This is an optimization exercise on Yosys and OpenROAD, whose aim is small area, a short achievable clock period and few clock cycles, not a production implementation.
Only simulation tests tie the RTL to the original design; equivalence was not proved.
Power and IR drop assume default switching activity.

==> flow/design.v <==
module sparse_mac_row #(
  parameter int DATA_WIDTH = 8,
  parameter int ACC_WIDTH  = 32,
  parameter int BLOCK_SIZE = 4,
  parameter int NUM_PE     = 4,
  parameter int IDX_WIDTH  = 4,
  localparam int OUT_IDX_WIDTH = (NUM_PE > 1) ? $clog2(NUM_PE) : 1
) (
  input  logic                                       Clk,
  input  logic                                       rst,
  input  logic [BLOCK_SIZE*BLOCK_SIZE*DATA_WIDTH-1:0] act_block,
  input  logic [DATA_WIDTH-1:0]                      weight_in,
  input  logic [NUM_PE*IDX_WIDTH-1:0]                idx_in,
  input  logic [NUM_PE*ACC_WIDTH-1:0]                bias_in,
  input  logic                                       is_signed,
  input  logic                                       block_last,
  input  logic                                       in_valid,
  output logic                                       in_ready,
  output logic [ACC_WIDTH-1:0]                       out_data,
  output logic [OUT_IDX_WIDTH-1:0]                   out_idx,
  output logic                                       out_last,
  output logic                                       out_valid,
  input  logic                                       out_ready
);
  localparam int NE = BLOCK_SIZE * BLOCK_SIZE;
  localparam int RW = 2 * DATA_WIDTH + 1;    
  logic                         first_q;     
  logic                         v1, l1;      
  logic                         x2;          
  logic                         park_q;      
  logic                         in_rdy_q;    
  logic                         in_rdy_o;    
  logic                         fin_free_q;  
  logic                         fin_has;     
  logic [OUT_IDX_WIDTH-1:0]     fin_ptr;
  logic                         out_last_q;
  logic [NE*DATA_WIDTH-1:0]     act_q, act_d;
  logic                         signed_q, signed_d;
  logic [DATA_WIDTH-1:0]        w1;          
  logic [DATA_WIDTH-1:0]        wh;          
  logic [NUM_PE-1:0]            s1;
  logic [DATA_WIDTH-1:0]        a1   [NUM_PE];
  logic [RW-1:0]                r0   [NUM_PE];
  logic [RW-1:0]                r1   [NUM_PE];
  logic [RW-1:0]                r0d  [NUM_PE];
  logic [RW-1:0]                r1d  [NUM_PE];
  logic [ACC_WIDTH-1:0]         acc  [NUM_PE];
  logic [ACC_WIDTH-1:0]         fin  [NUM_PE];
  logic [ACC_WIDTH-1:0]         sum  [NUM_PE];
  logic [ACC_WIDTH-1:0]         out_q;
  logic accept, xfer, park_en, oq_free;
  assign in_ready  = in_rdy_o;
  assign out_data  = out_q;
  assign out_last  = out_last_q;
  assign accept    = in_valid && in_rdy_o;
  assign xfer      = v1 && l1 && fin_free_q;
  assign park_en   = first_q && fin_free_q;    
  assign oq_free   = !out_valid || out_ready;
  assign act_d    = first_q ? act_block : act_q;
  assign signed_d = first_q ? is_signed : signed_q;
  for (genvar k = 0; k < NUM_PE; k++) begin : g_pe
    smr_tree u_tree (.a(a1[k]), .b(w1), .s(s1[k]), .r0(r0d[k]), .r1(r1d[k]));
    logic [ACC_WIDTH-1:0] x, y, z, cs, cc;
    assign x  = acc[k];
    assign y  = {{(ACC_WIDTH-RW){1'b0}}, r0[k]};
    assign z  = {{(ACC_WIDTH-RW+1){~r1[k][RW-1]}}, r1[k][RW-2:0]};
    assign cs = x ^ y ^ z;
    assign cc = (x & y) | (x & z) | (y & z);
    smr_add u_add (.a(cs), .b({cc[ACC_WIDTH-2:0], 1'b0}), .s(sum[k]));
  end
  always_ff @(posedge Clk or posedge rst) begin
    if (rst) begin
      first_q    <= 1'b1;
      v1         <= 1'b0;
      l1         <= 1'b0;
      x2         <= 1'b0;
      park_q     <= 1'b0;
      in_rdy_q   <= 1'b1;
      in_rdy_o   <= 1'b0;
      fin_free_q <= 1'b1;
      fin_has    <= 1'b0;
      fin_ptr    <= '0;
      out_valid  <= 1'b0;
      out_idx    <= '0;
      out_last_q <= 1'b0;
      w1         <= '0;
      wh         <= '0;
    end else begin
      logic nv1, nl1, nfin_has, nrdy;
      nv1 = in_rdy_q ? accept     : v1;
      nl1 = in_rdy_q ? block_last : l1;
      v1 <= nv1;
      l1 <= nl1;
      x2 <= xfer;
      park_q <= accept && first_q;
      if (accept) first_q <= block_last;
      nfin_has = fin_has;
      if (x2) begin
        if (oq_free) begin
          out_valid  <= 1'b1;
          out_idx    <= '0;
          out_last_q <= 1'b0;
          fin_ptr    <= OUT_IDX_WIDTH'(1);
        end else begin
          fin_ptr    <= '0;
        end
        nfin_has = 1'b1;
      end else if (fin_has && oq_free) begin
        out_valid  <= 1'b1;
        out_idx    <= fin_ptr;
        out_last_q <= (fin_ptr == OUT_IDX_WIDTH'(NUM_PE - 1));
        fin_ptr    <= fin_ptr + 1'b1;
        if (fin_ptr == OUT_IDX_WIDTH'(NUM_PE - 1)) nfin_has = 1'b0;
      end else if (out_ready) begin
        out_valid  <= 1'b0;
      end
      fin_has    <= nfin_has;
      fin_free_q <= !nfin_has && !xfer;
      nrdy = !((accept ? block_last : first_q) && (nfin_has || xfer));
      in_rdy_q   <= nrdy;
      in_rdy_o   <= nrdy;
      if (in_rdy_q) begin
        wh <= weight_in;
        w1 <= (accept && nrdy) ? weight_in : '0;
      end else begin
        w1 <= (nrdy && v1) ? wh : '0;
      end
    end
  end
  always_ff @(posedge Clk) begin
    act_q    <= act_d;
    signed_q <= signed_d;
    if (in_rdy_q) begin
      for (int k = 0; k < NUM_PE; k++) begin
        a1[k] <= act_d[idx_in[k*IDX_WIDTH +: IDX_WIDTH]*DATA_WIDTH +: DATA_WIDTH];
        s1[k] <= signed_d;
      end
    end
    for (int k = 0; k < NUM_PE; k++) begin
      r0[k] <= r0d[k];
      r1[k] <= r1d[k];
      acc[k] <= park_q ? fin[k] : sum[k];
      if (x2)
        fin[k] <= sum[k];
      else if (park_en)
        fin[k] <= bias_in[k*ACC_WIDTH +: ACC_WIDTH];
    end
    if (x2 && oq_free)
      out_q <= sum[0];
    else if (fin_has && oq_free)
      out_q <= fin[fin_ptr];
  end
endmodule
module smr_tree (
  input  logic [7:0]  a,
  input  logic [7:0]  b,
  input  logic        s,
  output logic [16:0] r0,
  output logic [16:0] r1
);
  logic pp_0_0;
  logic pp_0_1;
  logic pp_0_2;
  logic pp_0_3;
  logic pp_0_4;
  logic pp_0_5;
  logic pp_0_6;
  logic pp_1_0;
  logic pp_1_1;
  logic pp_1_2;
  logic pp_1_3;
  logic pp_1_4;
  logic pp_1_5;
  logic pp_1_6;
  logic pp_2_0;
  logic pp_2_1;
  logic pp_2_2;
  logic pp_2_3;
  logic pp_2_4;
  logic pp_2_5;
  logic pp_2_6;
  logic pp_3_0;
  logic pp_3_1;
  logic pp_3_2;
  logic pp_3_3;
  logic pp_3_4;
  logic pp_3_5;
  logic pp_3_6;
  logic pp_4_0;
  logic pp_4_1;
  logic pp_4_2;
  logic pp_4_3;
  logic pp_4_4;
  logic pp_4_5;
  logic pp_4_6;
  logic pp_5_0;
  logic pp_5_1;
  logic pp_5_2;
  logic pp_5_3;
  logic pp_5_4;
  logic pp_5_5;
  logic pp_5_6;
  logic pp_6_0;
  logic pp_6_1;
  logic pp_6_2;
  logic pp_6_3;
  logic pp_6_4;
  logic pp_6_5;
  logic pp_6_6;
  logic pa_0;
  logic pb_0;
  logic pa_1;
  logic pb_1;
  logic pa_2;
  logic pb_2;
  logic pa_3;
  logic pb_3;
  logic pa_4;
  logic pb_4;
  logic pa_5;
  logic pb_5;
  logic pa_6;
  logic pb_6;
  logic pab;
  logic ns;
  logic hs0;
  logic hc0;
  logic fs1;
  logic fc1;
  logic hs2;
  logic hc2;
  logic fs3;
  logic fc3;
  logic fs4;
  logic fc4;
  logic fs5;
  logic fc5;
  logic hs6;
  logic hc6;
  logic fs7;
  logic fc7;
  logic hs8;
  logic hc8;
  logic fs9;
  logic fc9;
  logic fs10;
  logic fc10;
  logic fs11;
  logic fc11;
  logic fs12;
  logic fc12;
  logic fs13;
  logic fc13;
  logic fs14;
  logic fc14;
  logic fs15;
  logic fc15;
  logic fs16;
  logic fc16;
  logic fs17;
  logic fc17;
  logic fs18;
  logic fc18;
  logic fs19;
  logic fc19;
  logic hs20;
  logic hc20;
  logic fs21;
  logic fc21;
  logic fs22;
  logic fc22;
  logic fs23;
  logic fc23;
  logic fs24;
  logic fc24;
  logic fs25;
  logic fc25;
  logic fs26;
  logic fc26;
  logic fs27;
  logic fc27;
  logic fs28;
  logic fc28;
  logic fs29;
  logic fc29;
  logic hs30;
  logic hc30;
  logic fs31;
  logic fc31;
  logic fs32;
  logic fc32;
  logic fs33;
  logic fc33;
  logic fs34;
  logic fc34;
  logic fs35;
  logic fc35;
  logic fs36;
  logic fc36;
  logic fs37;
  logic fc37;
  logic fs38;
  logic fc38;
  logic fs39;
  logic fc39;
  logic fs40;
  logic fc40;
  logic fs41;
  logic fc41;
  assign pp_0_0 = a[0] & b[0];
  assign pp_0_1 = a[0] & b[1];
  assign pp_0_2 = a[0] & b[2];
  assign pp_0_3 = a[0] & b[3];
  assign pp_0_4 = a[0] & b[4];
  assign pp_0_5 = a[0] & b[5];
  assign pp_0_6 = a[0] & b[6];
  assign pp_1_0 = a[1] & b[0];
  assign pp_1_1 = a[1] & b[1];
  assign pp_1_2 = a[1] & b[2];
  assign pp_1_3 = a[1] & b[3];
  assign pp_1_4 = a[1] & b[4];
  assign pp_1_5 = a[1] & b[5];
  assign pp_1_6 = a[1] & b[6];
  assign pp_2_0 = a[2] & b[0];
  assign pp_2_1 = a[2] & b[1];
  assign pp_2_2 = a[2] & b[2];
  assign pp_2_3 = a[2] & b[3];
  assign pp_2_4 = a[2] & b[4];
  assign pp_2_5 = a[2] & b[5];
  assign pp_2_6 = a[2] & b[6];
  assign pp_3_0 = a[3] & b[0];
  assign pp_3_1 = a[3] & b[1];
  assign pp_3_2 = a[3] & b[2];
  assign pp_3_3 = a[3] & b[3];
  assign pp_3_4 = a[3] & b[4];
  assign pp_3_5 = a[3] & b[5];
  assign pp_3_6 = a[3] & b[6];
  assign pp_4_0 = a[4] & b[0];
  assign pp_4_1 = a[4] & b[1];
  assign pp_4_2 = a[4] & b[2];
  assign pp_4_3 = a[4] & b[3];
  assign pp_4_4 = a[4] & b[4];
  assign pp_4_5 = a[4] & b[5];
  assign pp_4_6 = a[4] & b[6];
  assign pp_5_0 = a[5] & b[0];
  assign pp_5_1 = a[5] & b[1];
  assign pp_5_2 = a[5] & b[2];
  assign pp_5_3 = a[5] & b[3];
  assign pp_5_4 = a[5] & b[4];
  assign pp_5_5 = a[5] & b[5];
  assign pp_5_6 = a[5] & b[6];
  assign pp_6_0 = a[6] & b[0];
  assign pp_6_1 = a[6] & b[1];
  assign pp_6_2 = a[6] & b[2];
  assign pp_6_3 = a[6] & b[3];
  assign pp_6_4 = a[6] & b[4];
  assign pp_6_5 = a[6] & b[5];
  assign pp_6_6 = a[6] & b[6];
  assign pa_0 = (a[7] & b[0]) ^ s;
  assign pb_0 = (b[7] & a[0]) ^ s;
  assign pa_1 = (a[7] & b[1]) ^ s;
  assign pb_1 = (b[7] & a[1]) ^ s;
  assign pa_2 = (a[7] & b[2]) ^ s;
  assign pb_2 = (b[7] & a[2]) ^ s;
  assign pa_3 = (a[7] & b[3]) ^ s;
  assign pb_3 = (b[7] & a[3]) ^ s;
  assign pa_4 = (a[7] & b[4]) ^ s;
  assign pb_4 = (b[7] & a[4]) ^ s;
  assign pa_5 = (a[7] & b[5]) ^ s;
  assign pb_5 = (b[7] & a[5]) ^ s;
  assign pa_6 = (a[7] & b[6]) ^ s;
  assign pb_6 = (b[7] & a[6]) ^ s;
  assign pab = a[7] & b[7];
  assign ns = ~s;
  assign hs0 = pp_0_6 ^ pp_1_5;
  assign hc0 = pp_0_6 & pp_1_5;
  assign fs1 = pp_1_6 ^ pp_2_5 ^ pp_3_4;
  assign fc1 = (pp_1_6 & pp_2_5) | (pp_1_6 & pp_3_4) | (pp_2_5 & pp_3_4);
  assign hs2 = pp_4_3 ^ pp_5_2;
  assign hc2 = pp_4_3 & pp_5_2;
  assign fs3 = pp_2_6 ^ pp_3_5 ^ pp_4_4;
  assign fc3 = (pp_2_6 & pp_3_5) | (pp_2_6 & pp_4_4) | (pp_3_5 & pp_4_4);
  assign fs4 = pp_5_3 ^ pp_6_2 ^ pa_1;
  assign fc4 = (pp_5_3 & pp_6_2) | (pp_5_3 & pa_1) | (pp_6_2 & pa_1);
  assign fs5 = pp_3_6 ^ pp_4_5 ^ pp_5_4;
  assign fc5 = (pp_3_6 & pp_4_5) | (pp_3_6 & pp_5_4) | (pp_4_5 & pp_5_4);
  assign hs6 = pp_0_4 ^ pp_1_3;
  assign hc6 = pp_0_4 & pp_1_3;
  assign fs7 = pp_0_5 ^ pp_1_4 ^ pp_2_3;
  assign fc7 = (pp_0_5 & pp_1_4) | (pp_0_5 & pp_2_3) | (pp_1_4 & pp_2_3);
  assign hs8 = pp_3_2 ^ pp_4_1;
  assign hc8 = pp_3_2 & pp_4_1;
  assign fs9 = pp_2_4 ^ pp_3_3 ^ pp_4_2;
  assign fc9 = (pp_2_4 & pp_3_3) | (pp_2_4 & pp_4_2) | (pp_3_3 & pp_4_2);
  assign fs10 = pp_5_1 ^ pp_6_0 ^ hs0;
  assign fc10 = (pp_5_1 & pp_6_0) | (pp_5_1 & hs0) | (pp_6_0 & hs0);
  assign fs11 = pp_6_1 ^ pa_0 ^ pb_0;
  assign fc11 = (pp_6_1 & pa_0) | (pp_6_1 & pb_0) | (pa_0 & pb_0);
  assign fs12 = hc0 ^ fs1 ^ hs2;
  assign fc12 = (hc0 & fs1) | (hc0 & hs2) | (fs1 & hs2);
  assign fs13 = pb_1 ^ s ^ fc1;
  assign fc13 = (pb_1 & s) | (pb_1 & fc1) | (s & fc1);
  assign fs14 = hc2 ^ fs3 ^ fs4;
  assign fc14 = (hc2 & fs3) | (hc2 & fs4) | (fs3 & fs4);
  assign fs15 = pp_6_3 ^ pa_2 ^ pb_2;
  assign fc15 = (pp_6_3 & pa_2) | (pp_6_3 & pb_2) | (pa_2 & pb_2);
  assign fs16 = fc3 ^ fc4 ^ fs5;
  assign fc16 = (fc3 & fc4) | (fc3 & fs5) | (fc4 & fs5);
  assign fs17 = pp_4_6 ^ pp_5_5 ^ pp_6_4;
  assign fc17 = (pp_4_6 & pp_5_5) | (pp_4_6 & pp_6_4) | (pp_5_5 & pp_6_4);
  assign fs18 = pa_3 ^ pb_3 ^ fc5;
  assign fc18 = (pa_3 & pb_3) | (pa_3 & fc5) | (pb_3 & fc5);
  assign fs19 = pp_5_6 ^ pp_6_5 ^ pa_4;
  assign fc19 = (pp_5_6 & pp_6_5) | (pp_5_6 & pa_4) | (pp_6_5 & pa_4);
  assign hs20 = pp_0_3 ^ pp_1_2;
  assign hc20 = pp_0_3 & pp_1_2;
  assign fs21 = pp_2_2 ^ pp_3_1 ^ pp_4_0;
  assign fc21 = (pp_2_2 & pp_3_1) | (pp_2_2 & pp_4_0) | (pp_3_1 & pp_4_0);
  assign fs22 = pp_5_0 ^ hc6 ^ fs7;
  assign fc22 = (pp_5_0 & hc6) | (pp_5_0 & fs7) | (hc6 & fs7);
  assign fs23 = fc7 ^ hc8 ^ fs9;
  assign fc23 = (fc7 & hc8) | (fc7 & fs9) | (hc8 & fs9);
  assign fs24 = fc9 ^ fc10 ^ fs11;
  assign fc24 = (fc9 & fc10) | (fc9 & fs11) | (fc10 & fs11);
  assign fs25 = fc11 ^ fc12 ^ fs13;
  assign fc25 = (fc11 & fc12) | (fc11 & fs13) | (fc12 & fs13);
  assign fs26 = fc13 ^ fc14 ^ fs15;
  assign fc26 = (fc13 & fc14) | (fc13 & fs15) | (fc14 & fs15);
  assign fs27 = fc15 ^ fc16 ^ fs17;
  assign fc27 = (fc15 & fc16) | (fc15 & fs17) | (fc16 & fs17);
  assign fs28 = pb_4 ^ fc17 ^ fc18;
  assign fc28 = (pb_4 & fc17) | (pb_4 & fc18) | (fc17 & fc18);
  assign fs29 = pp_6_6 ^ pa_5 ^ pb_5;
  assign fc29 = (pp_6_6 & pa_5) | (pp_6_6 & pb_5) | (pa_5 & pb_5);
  assign hs30 = pp_0_2 ^ pp_1_1;
  assign hc30 = pp_0_2 & pp_1_1;
  assign fs31 = pp_2_1 ^ pp_3_0 ^ hs20;
  assign fc31 = (pp_2_1 & pp_3_0) | (pp_2_1 & hs20) | (pp_3_0 & hs20);
  assign fs32 = hs6 ^ hc20 ^ fs21;
  assign fc32 = (hs6 & hc20) | (hs6 & fs21) | (hc20 & fs21);
  assign fs33 = hs8 ^ fc21 ^ fs22;
  assign fc33 = (hs8 & fc21) | (hs8 & fs22) | (fc21 & fs22);
  assign fs34 = fs10 ^ fc22 ^ fs23;
  assign fc34 = (fs10 & fc22) | (fs10 & fs23) | (fc22 & fs23);
  assign fs35 = fs12 ^ fc23 ^ fs24;
  assign fc35 = (fs12 & fc23) | (fs12 & fs24) | (fc23 & fs24);
  assign fs36 = fs14 ^ fc24 ^ fs25;
  assign fc36 = (fs14 & fc24) | (fs14 & fs25) | (fc24 & fs25);
  assign fs37 = fs16 ^ fc25 ^ fs26;
  assign fc37 = (fs16 & fc25) | (fs16 & fs26) | (fc25 & fs26);
  assign fs38 = fs18 ^ fc26 ^ fs27;
  assign fc38 = (fs18 & fc26) | (fs18 & fs27) | (fc26 & fs27);
  assign fs39 = fs19 ^ fc27 ^ fs28;
  assign fc39 = (fs19 & fc27) | (fs19 & fs28) | (fc27 & fs28);
  assign fs40 = fc19 ^ fc28 ^ fs29;
  assign fc40 = (fc19 & fc28) | (fc19 & fs29) | (fc28 & fs29);
  assign fs41 = pa_6 ^ pb_6 ^ fc29;
  assign fc41 = (pa_6 & pb_6) | (pa_6 & fc29) | (pb_6 & fc29);
  assign r0 = {ns, s, pab, fc40, fc39, fc38, fc37, fc36, fc35, fc34, fc33, fc32, fc31, hc30, pp_2_0, pp_0_1, pp_0_0};
  assign r1 = {1'b0, 1'b0, fc41, fs41, fs40, fs39, fs38, fs37, fs36, fs35, fs34, fs33, fs32, fs31, hs30, pp_1_0, 1'b0};
endmodule
module smr_add (
  input  logic [31:0] a,
  input  logic [31:0] b,
  output logic [31:0] s
);
  logic [31:0] p0, g0;
  assign p0 = a ^ b;
  assign g0 = a & b;
  logic gn0, pn0;
  assign gn0 = g0[1] | (p0[1] & g0[0]);
  assign pn0 = p0[1] & p0[0];
  logic gn1, pn1;
  assign gn1 = g0[3] | (p0[3] & g0[2]);
  assign pn1 = p0[3] & p0[2];
  logic gn2, pn2;
  assign gn2 = g0[5] | (p0[5] & g0[4]);
  assign pn2 = p0[5] & p0[4];
  logic gn3, pn3;
  assign gn3 = g0[7] | (p0[7] & g0[6]);
  assign pn3 = p0[7] & p0[6];
  logic gn4, pn4;
  assign gn4 = g0[9] | (p0[9] & g0[8]);
  assign pn4 = p0[9] & p0[8];
  logic gn5, pn5;
  assign gn5 = g0[11] | (p0[11] & g0[10]);
  assign pn5 = p0[11] & p0[10];
  logic gn6, pn6;
  assign gn6 = g0[13] | (p0[13] & g0[12]);
  assign pn6 = p0[13] & p0[12];
  logic gn7, pn7;
  assign gn7 = g0[15] | (p0[15] & g0[14]);
  assign pn7 = p0[15] & p0[14];
  logic gn8, pn8;
  assign gn8 = g0[17] | (p0[17] & g0[16]);
  assign pn8 = p0[17] & p0[16];
  logic gn9, pn9;
  assign gn9 = g0[19] | (p0[19] & g0[18]);
  assign pn9 = p0[19] & p0[18];
  logic gn10, pn10;
  assign gn10 = g0[21] | (p0[21] & g0[20]);
  assign pn10 = p0[21] & p0[20];
  logic gn11, pn11;
  assign gn11 = g0[23] | (p0[23] & g0[22]);
  assign pn11 = p0[23] & p0[22];
  logic gn12, pn12;
  assign gn12 = g0[25] | (p0[25] & g0[24]);
  assign pn12 = p0[25] & p0[24];
  logic gn13, pn13;
  assign gn13 = g0[27] | (p0[27] & g0[26]);
  assign pn13 = p0[27] & p0[26];
  logic gn14, pn14;
  assign gn14 = g0[29] | (p0[29] & g0[28]);
  assign pn14 = p0[29] & p0[28];
  logic gn15, pn15;
  assign gn15 = g0[2] | (p0[2] & gn0);
  assign pn15 = p0[2] & pn0;
  logic gn16, pn16;
  assign gn16 = gn1 | (pn1 & gn0);
  assign pn16 = pn1 & pn0;
  logic gn17, pn17;
  assign gn17 = g0[6] | (p0[6] & gn2);
  assign pn17 = p0[6] & pn2;
  logic gn18, pn18;
  assign gn18 = gn3 | (pn3 & gn2);
  assign pn18 = pn3 & pn2;
  logic gn19, pn19;
  assign gn19 = g0[10] | (p0[10] & gn4);
  assign pn19 = p0[10] & pn4;
  logic gn20, pn20;
  assign gn20 = gn5 | (pn5 & gn4);
  assign pn20 = pn5 & pn4;
  logic gn21, pn21;
  assign gn21 = g0[14] | (p0[14] & gn6);
  assign pn21 = p0[14] & pn6;
  logic gn22, pn22;
  assign gn22 = gn7 | (pn7 & gn6);
  assign pn22 = pn7 & pn6;
  logic gn23, pn23;
  assign gn23 = g0[18] | (p0[18] & gn8);
  assign pn23 = p0[18] & pn8;
  logic gn24, pn24;
  assign gn24 = gn9 | (pn9 & gn8);
  assign pn24 = pn9 & pn8;
  logic gn25, pn25;
  assign gn25 = g0[22] | (p0[22] & gn10);
  assign pn25 = p0[22] & pn10;
  logic gn26, pn26;
  assign gn26 = gn11 | (pn11 & gn10);
  assign pn26 = pn11 & pn10;
  logic gn27, pn27;
  assign gn27 = g0[26] | (p0[26] & gn12);
  assign pn27 = p0[26] & pn12;
  logic gn28, pn28;
  assign gn28 = gn13 | (pn13 & gn12);
  assign pn28 = pn13 & pn12;
  logic gn29, pn29;
  assign gn29 = g0[30] | (p0[30] & gn14);
  assign pn29 = p0[30] & pn14;
  logic gn30, pn30;
  assign gn30 = g0[4] | (p0[4] & gn16);
  assign pn30 = p0[4] & pn16;
  logic gn31, pn31;
  assign gn31 = gn2 | (pn2 & gn16);
  assign pn31 = pn2 & pn16;
  logic gn32, pn32;
  assign gn32 = gn17 | (pn17 & gn16);
  assign pn32 = pn17 & pn16;
  logic gn33, pn33;
  assign gn33 = gn18 | (pn18 & gn16);
  assign pn33 = pn18 & pn16;
  logic gn34, pn34;
  assign gn34 = g0[12] | (p0[12] & gn20);
  assign pn34 = p0[12] & pn20;
  logic gn35, pn35;
  assign gn35 = gn6 | (pn6 & gn20);
  assign pn35 = pn6 & pn20;
  logic gn36, pn36;
  assign gn36 = gn21 | (pn21 & gn20);
  assign pn36 = pn21 & pn20;
  logic gn37, pn37;
  assign gn37 = gn22 | (pn22 & gn20);
  assign pn37 = pn22 & pn20;
  logic gn38, pn38;
  assign gn38 = g0[20] | (p0[20] & gn24);
  assign pn38 = p0[20] & pn24;
  logic gn39, pn39;
  assign gn39 = gn10 | (pn10 & gn24);
  assign pn39 = pn10 & pn24;
  logic gn40, pn40;
  assign gn40 = gn25 | (pn25 & gn24);
  assign pn40 = pn25 & pn24;
  logic gn41, pn41;
  assign gn41 = gn26 | (pn26 & gn24);
  assign pn41 = pn26 & pn24;
  logic gn42, pn42;
  assign gn42 = g0[28] | (p0[28] & gn28);
  assign pn42 = p0[28] & pn28;
  logic gn43, pn43;
  assign gn43 = gn14 | (pn14 & gn28);
  assign pn43 = pn14 & pn28;
  logic gn44, pn44;
  assign gn44 = gn29 | (pn29 & gn28);
  assign pn44 = pn29 & pn28;
  logic gn45, pn45;
  assign gn45 = g0[8] | (p0[8] & gn33);
  assign pn45 = p0[8] & pn33;
  logic gn46, pn46;
  assign gn46 = gn4 | (pn4 & gn33);
  assign pn46 = pn4 & pn33;
  logic gn47, pn47;
  assign gn47 = gn19 | (pn19 & gn33);
  assign pn47 = pn19 & pn33;
  logic gn48, pn48;
  assign gn48 = gn20 | (pn20 & gn33);
  assign pn48 = pn20 & pn33;
  logic gn49, pn49;
  assign gn49 = gn34 | (pn34 & gn33);
  assign pn49 = pn34 & pn33;
  logic gn50, pn50;
  assign gn50 = gn35 | (pn35 & gn33);
  assign pn50 = pn35 & pn33;
  logic gn51, pn51;
  assign gn51 = gn36 | (pn36 & gn33);
  assign pn51 = pn36 & pn33;
  logic gn52, pn52;
  assign gn52 = gn37 | (pn37 & gn33);
  assign pn52 = pn37 & pn33;
  logic gn53, pn53;
  assign gn53 = g0[24] | (p0[24] & gn41);
  assign pn53 = p0[24] & pn41;
  logic gn54, pn54;
  assign gn54 = gn12 | (pn12 & gn41);
  assign pn54 = pn12 & pn41;
  logic gn55, pn55;
  assign gn55 = gn27 | (pn27 & gn41);
  assign pn55 = pn27 & pn41;
  logic gn56, pn56;
  assign gn56 = gn28 | (pn28 & gn41);
  assign pn56 = pn28 & pn41;
  logic gn57, pn57;
  assign gn57 = gn42 | (pn42 & gn41);
  assign pn57 = pn42 & pn41;
  logic gn58, pn58;
  assign gn58 = gn43 | (pn43 & gn41);
  assign pn58 = pn43 & pn41;
  logic gn59, pn59;
  assign gn59 = gn44 | (pn44 & gn41);
  assign pn59 = pn44 & pn41;
  logic gn60, pn60;
  assign gn60 = g0[16] | (p0[16] & gn52);
  assign pn60 = p0[16] & pn52;
  logic gn61, pn61;
  assign gn61 = gn8 | (pn8 & gn52);
  assign pn61 = pn8 & pn52;
  logic gn62, pn62;
  assign gn62 = gn23 | (pn23 & gn52);
  assign pn62 = pn23 & pn52;
  logic gn63, pn63;
  assign gn63 = gn24 | (pn24 & gn52);
  assign pn63 = pn24 & pn52;
  logic gn64, pn64;
  assign gn64 = gn38 | (pn38 & gn52);
  assign pn64 = pn38 & pn52;
  logic gn65, pn65;
  assign gn65 = gn39 | (pn39 & gn52);
  assign pn65 = pn39 & pn52;
  logic gn66, pn66;
  assign gn66 = gn40 | (pn40 & gn52);
  assign pn66 = pn40 & pn52;
  logic gn67, pn67;
  assign gn67 = gn41 | (pn41 & gn52);
  assign pn67 = pn41 & pn52;
  logic gn68, pn68;
  assign gn68 = gn53 | (pn53 & gn52);
  assign pn68 = pn53 & pn52;
  logic gn69, pn69;
  assign gn69 = gn54 | (pn54 & gn52);
  assign pn69 = pn54 & pn52;
  logic gn70, pn70;
  assign gn70 = gn55 | (pn55 & gn52);
  assign pn70 = pn55 & pn52;
  logic gn71, pn71;
  assign gn71 = gn56 | (pn56 & gn52);
  assign pn71 = pn56 & pn52;
  logic gn72, pn72;
  assign gn72 = gn57 | (pn57 & gn52);
  assign pn72 = pn57 & pn52;
  logic gn73, pn73;
  assign gn73 = gn58 | (pn58 & gn52);
  assign pn73 = pn58 & pn52;
  logic gn74, pn74;
  assign gn74 = gn59 | (pn59 & gn52);
  assign pn74 = pn59 & pn52;
  assign s[0] = p0[0];
  assign s[1] = p0[1] ^ g0[0];
  assign s[2] = p0[2] ^ gn0;
  assign s[3] = p0[3] ^ gn15;
  assign s[4] = p0[4] ^ gn16;
  assign s[5] = p0[5] ^ gn30;
  assign s[6] = p0[6] ^ gn31;
  assign s[7] = p0[7] ^ gn32;
  assign s[8] = p0[8] ^ gn33;
  assign s[9] = p0[9] ^ gn45;
  assign s[10] = p0[10] ^ gn46;
  assign s[11] = p0[11] ^ gn47;
  assign s[12] = p0[12] ^ gn48;
  assign s[13] = p0[13] ^ gn49;
  assign s[14] = p0[14] ^ gn50;
  assign s[15] = p0[15] ^ gn51;
  assign s[16] = p0[16] ^ gn52;
  assign s[17] = p0[17] ^ gn60;
  assign s[18] = p0[18] ^ gn61;
  assign s[19] = p0[19] ^ gn62;
  assign s[20] = p0[20] ^ gn63;
  assign s[21] = p0[21] ^ gn64;
  assign s[22] = p0[22] ^ gn65;
  assign s[23] = p0[23] ^ gn66;
  assign s[24] = p0[24] ^ gn67;
  assign s[25] = p0[25] ^ gn68;
  assign s[26] = p0[26] ^ gn69;
  assign s[27] = p0[27] ^ gn70;
  assign s[28] = p0[28] ^ gn71;
  assign s[29] = p0[29] ^ gn72;
  assign s[30] = p0[30] ^ gn73;
  assign s[31] = p0[31] ^ gn74;
endmodule
==> flow/flow/run.sh <==
#!/bin/bash
# The standard layout (the standard.sh, unchanged synthesis and steps), with the
# port buffers made from the plain buffer buf_1, and timing repair asked to reach
# a setup slack of 8.3 ns.
set -uo pipefail
export BUFFER_PORTS_ARGS="-buffer_cell sky130_fd_sc_hd__buf_1"
bash standard.sh SETUP_SLACK_MARGIN=8.3 finish > standard.log 2>&1
==> flow/standard.sh <==
#!/bin/bash
# synth_recipe.tcl (not shown) runs the flow's synth.tcl, then flattens the netlist and writes it again
# the make line also repeats each setting of config.mk as NAME=value (left out here)
make -C /OpenROAD-flow-scripts/flow DESIGN_CONFIG=/design/flow/config.mk WORK_HOME=/design/flow/orfs CLKGATE_MAP_FILE= SYNTH_SCRIPT=/design/flow/synth_recipe.tcl "${@:-finish}"
==> flow/config.mk <==
export PLATFORM = sky130hd
export DESIGN_NAME = sparse_mac_row
export DESIGN_NICKNAME = sparse_mac_row
export VERILOG_FILES = /design/flow/design.v
export SDC_FILE = /design/flow/constraint.sdc
export NUM_CORES = 4
export LEC_CHECK = 0
export CAP_MARGIN = 20
export CORE_MARGIN = 2
export CORE_UTILIZATION = 40
export CTS_CLUSTER_DIAMETER = 80
export CTS_CLUSTER_SIZE = 25
export PLACE_DENSITY = 0.75
export SLEW_MARGIN = 20
==> flow/constraint.sdc <==
create_clock -name core_clock -period 12.0 [get_ports {Clk}]
set_input_delay 2.4000 -clock core_clock [delete_from_list [all_inputs] [get_ports {Clk}]]
set_output_delay 2.4000 -clock core_clock [all_outputs]
set_load 0.01 [all_outputs]
==> reports/results.ini <==
[outcome]
status = timing/DRC/antenna clean

[route]
vias = 23450
wl_per_cell_um = 21.60
drtIter0Drc = 2006
drc_errors = 0
firstDrtPassIters = 8
via_per_inst = 5.336
totalWireLength_mm = 94.91
ant_nets = 0

[pwr]
seqPwrFrac_pct = 29.6
power_mw = 13.72
leakagePower_nw = 15.91
combPwrFrac_pct = 59.3
ir_drop_uv = 231.5
powerDensity_nw_per_um2 = 347.0
switchingPower_mw = 5.935
power.internal_mw = 7.783
pwr-share-clk_pct = 11.1
p_sw_share_pct = 43.26

[yosys]
yosys-top-cells-count = dfxtp_1 (375), mux2_2 (326), inv_1 (303)
syn-cell-area_um2 = 35610
synth_area_leaders = dfxtp_1 (21%), edfxtp_1 (16%), fa_1 (12%)
avgSynthCellArea_um2 = 12.06
yosysWarnings = 14
synth_edf_count = 193
yosysMostFrequentCell = dfxtp_1
ys_seq_area_share_pct = 39.55
synth_area_leader_cell = dfxtp_1
synth_fp_nets = 3611
synthCells = 2953
ys_async_sr_fraction_pct = 5.175
ys.flop_type = dfxtp_1
ys_ff_latch = 599
synth_top_area_share_pct = 21.08
yosysUniqueCellTypes = 63

[worst_setup_path]
worstPathArrival_ps = 1240
ff2ff_setup_slack_ps = 8420
cpPeakStageDelay_ps = 440
cp_cell_sequence = buf_1
critPathTopFamily = flip-flops
path_depth = 1
crit_fanout = 1
end_kind = primary output
slowest_stage = edfxtp_1
start_kind = register
critPathKind = register to primary output
cp.required_ps = 9600
ff2ff_path_depth = 14
path_buf_inv = 1

[clock_network]
cts_buffers = 37
clkTransAtPathRegs_ps = 100
hold_buffers = 0
h-tree-depth = 2
cts_tree = built
root_buffer = clkbuf_16
cts.sinks = 599
clock_path_buffers = 3
clk_latency_ps = 630

[floorplanning]
core_area_um2 = 88240
io_pins = 323
fp.dieH_um = 302.4
die-area_um2 = 91420
dieWidth_um = 302.4
row_count = 109
start_util_pct = 40.35

[global_route]
grt_usage_pct = 20.68
globalRouteOverflowTotal = 0
grt_pass1_wl_mm = 144.0
grt_antenna_before_repair = 9
grt_pass1_vias = 24480
grt_max_degree = 77

[min_path]
hold_class = register to register
hold_depth = 1

[placement]
dp_hpwl_mm = 71.99
place.gp.congestion = 0.9010
pre_cts_slack_ps = 7557
portBuffers = 322
placed_cell_area_um2 = 37940

[timing]
fin_skew_ps = 68.48
final_max_slew_viol_count = 0
period_minus_slack_ps = 3638
fin_ws_ps = 8362
worst_pin_slew_ps = 1156
rsz0062_at_grt = yes
max_slew_margin_pct = 22.91
final.period_utilization_pct = 30.32
setup_viol = 0
fmax_ghz = 0.2749
tns_ps = 0
hold_violations = 0

[finish]
area_growth_pct = 11.03
final_area_um2 = 39530
filler_cell_count = 7992
layout-drive-gt1-share_pct = 19.43
final_util_pct = 44.80
nets = 3851

[flow_run]
cap_violations = 0

per-stage QoR:
step,instances,hold slack [ps]
after floorplan,2953,346.2
after global placement,4315,454.8
after detailed placement,4315,465.1
after CTS,4383,481.4
after global routing,4387,496.2
final,4395,483.0
timing repair:
| action | CTS | global route |
|---|---|---|
| gates resized for setup | 14 | 17 |
| setup buffers | 0 | 3 |
| endpoints found under the setup margin | 36 | 30 |
| pin swaps | 0 | 8 |
area by class of cell:
type / count / area [um^2] / area share, %
multi-input cells: 1898 / 19920 / 50.40
flip-flops and latches: 599 / 14100 / 35.66
diodes: 8 / 20.02 / 0.05064
repair buffers: 351 / 1481 / 3.747
clock buffers: 45 / 1020 / 2.579
clock inverters: 23 / 380.4 / 0.9621
well taps: 1165 / 1458 / 3.687
inverters: 306 / 1152 / 2.915
final timing paths:
path                                      from              endpoint
max                        out_q[11]$_DFFE_PP_          out_data[11]
min                           signed_q$_DFF_P_      signed_q$_DFF_P_
max reg2reg                   r0[3][4]$_DFF_P_  fin[3][29]$_DFFE_PP_
min reg2reg                   signed_q$_DFF_P_      signed_q$_DFF_P_
max in group asynchronous                  rst          x2$_DFF_PP0_
min in group asynchronous                  rst     fin_has$_DFF_PP0_
state kept, by name (all words and copies together) (netlist names), 2 cells and up:
register,flops
acc,128
act_q,128
fin,128
r0,62
g_pe.z,56
a1,32
out_q,32
w1,8
wh,8
fin_ptr,2
out_idx,2
placed cells by master (no fill, tap or decap), types with 126 or more instances in the layout:
cell type / instances
and2_1: 141
buf_1: 310
dfxtp_1: 374
edfxtp_1: 193
fa_1: 212
ha_1: 159
inv_1: 302
mux2_2: 326
mux4_2: 160
nand2_1: 220
xnor2_1: 126
cells by family after synthesis:
logic type / after synthesis / share of synthesized area [%]
AND/OR/NAND/NOR: 522 / 6.979
adder cells (fa/ha/maj): 372 / 17.54
buffers and inverters: 456 / 4.818
AO/OA/AOI/OAI: 342 / 6.272
flip-flops: 599 / 39.55
XOR/XNOR: 156 / 3.837
multiplexers: 506 / 21.00
power groups by stage:
stage / registers, mW / logic (mW) / clock network [mW]
3_3_place_gp: 4.10 / 7.74 / 0
3_5_place_dp: 4.12 / 8.02 / 0
2_1_floorplan: 3.74 / 6.24 / 0
6_report: 4.06 / 8.13 / 1.52
5_1_grt: 4.17 / 9.14 / 1.63
4_1_cts: 4.08 / 8.10 / 1.56
metal layers:
| layer | up-vias | track usage (%) | part of all wire [%] |
|---|---|---|---|
| met4 | 14 | 8.934 | 4.8 |
| met5 | - | 0 | 0.095 |
| met1 | 11610 | 25.89 | 40 |
| li1 | 10730 | - | - |
| met3 | 199 | 3.519 | 7.6 |
| met2 | 904 | 35.23 | 48 |
Testbench counts, summed over its fixed seeds: cycles 2,918.

-- port drivers added, routing unchanged --
The results above use ideal ports. As a check the final layout listed here was re-extracted and re-timed, cells and wires unchanged. Step 1 assumes that a clkbuf_16 drives the clock port and a buf_2 every other input. Step 2 times the ports against the registers' clock, not the clock port: input delays grow and output delays shrink by t, the midpoint of the rising clock arrivals with the driver on. Slacks: no drivers / after step 1 / after step 2; pairs: no drivers / after step 1.
t, ns: 0.661
setup slack, ns: 8.362 / 8.297 / 7.742
worst hold slack (ns): 0.483 / 0.483 / 0.483
After both steps this run still meets setup and hold. For this run, drivers alone change the setup slack by -0.065 ns; drivers and shift together by -0.620 ns.
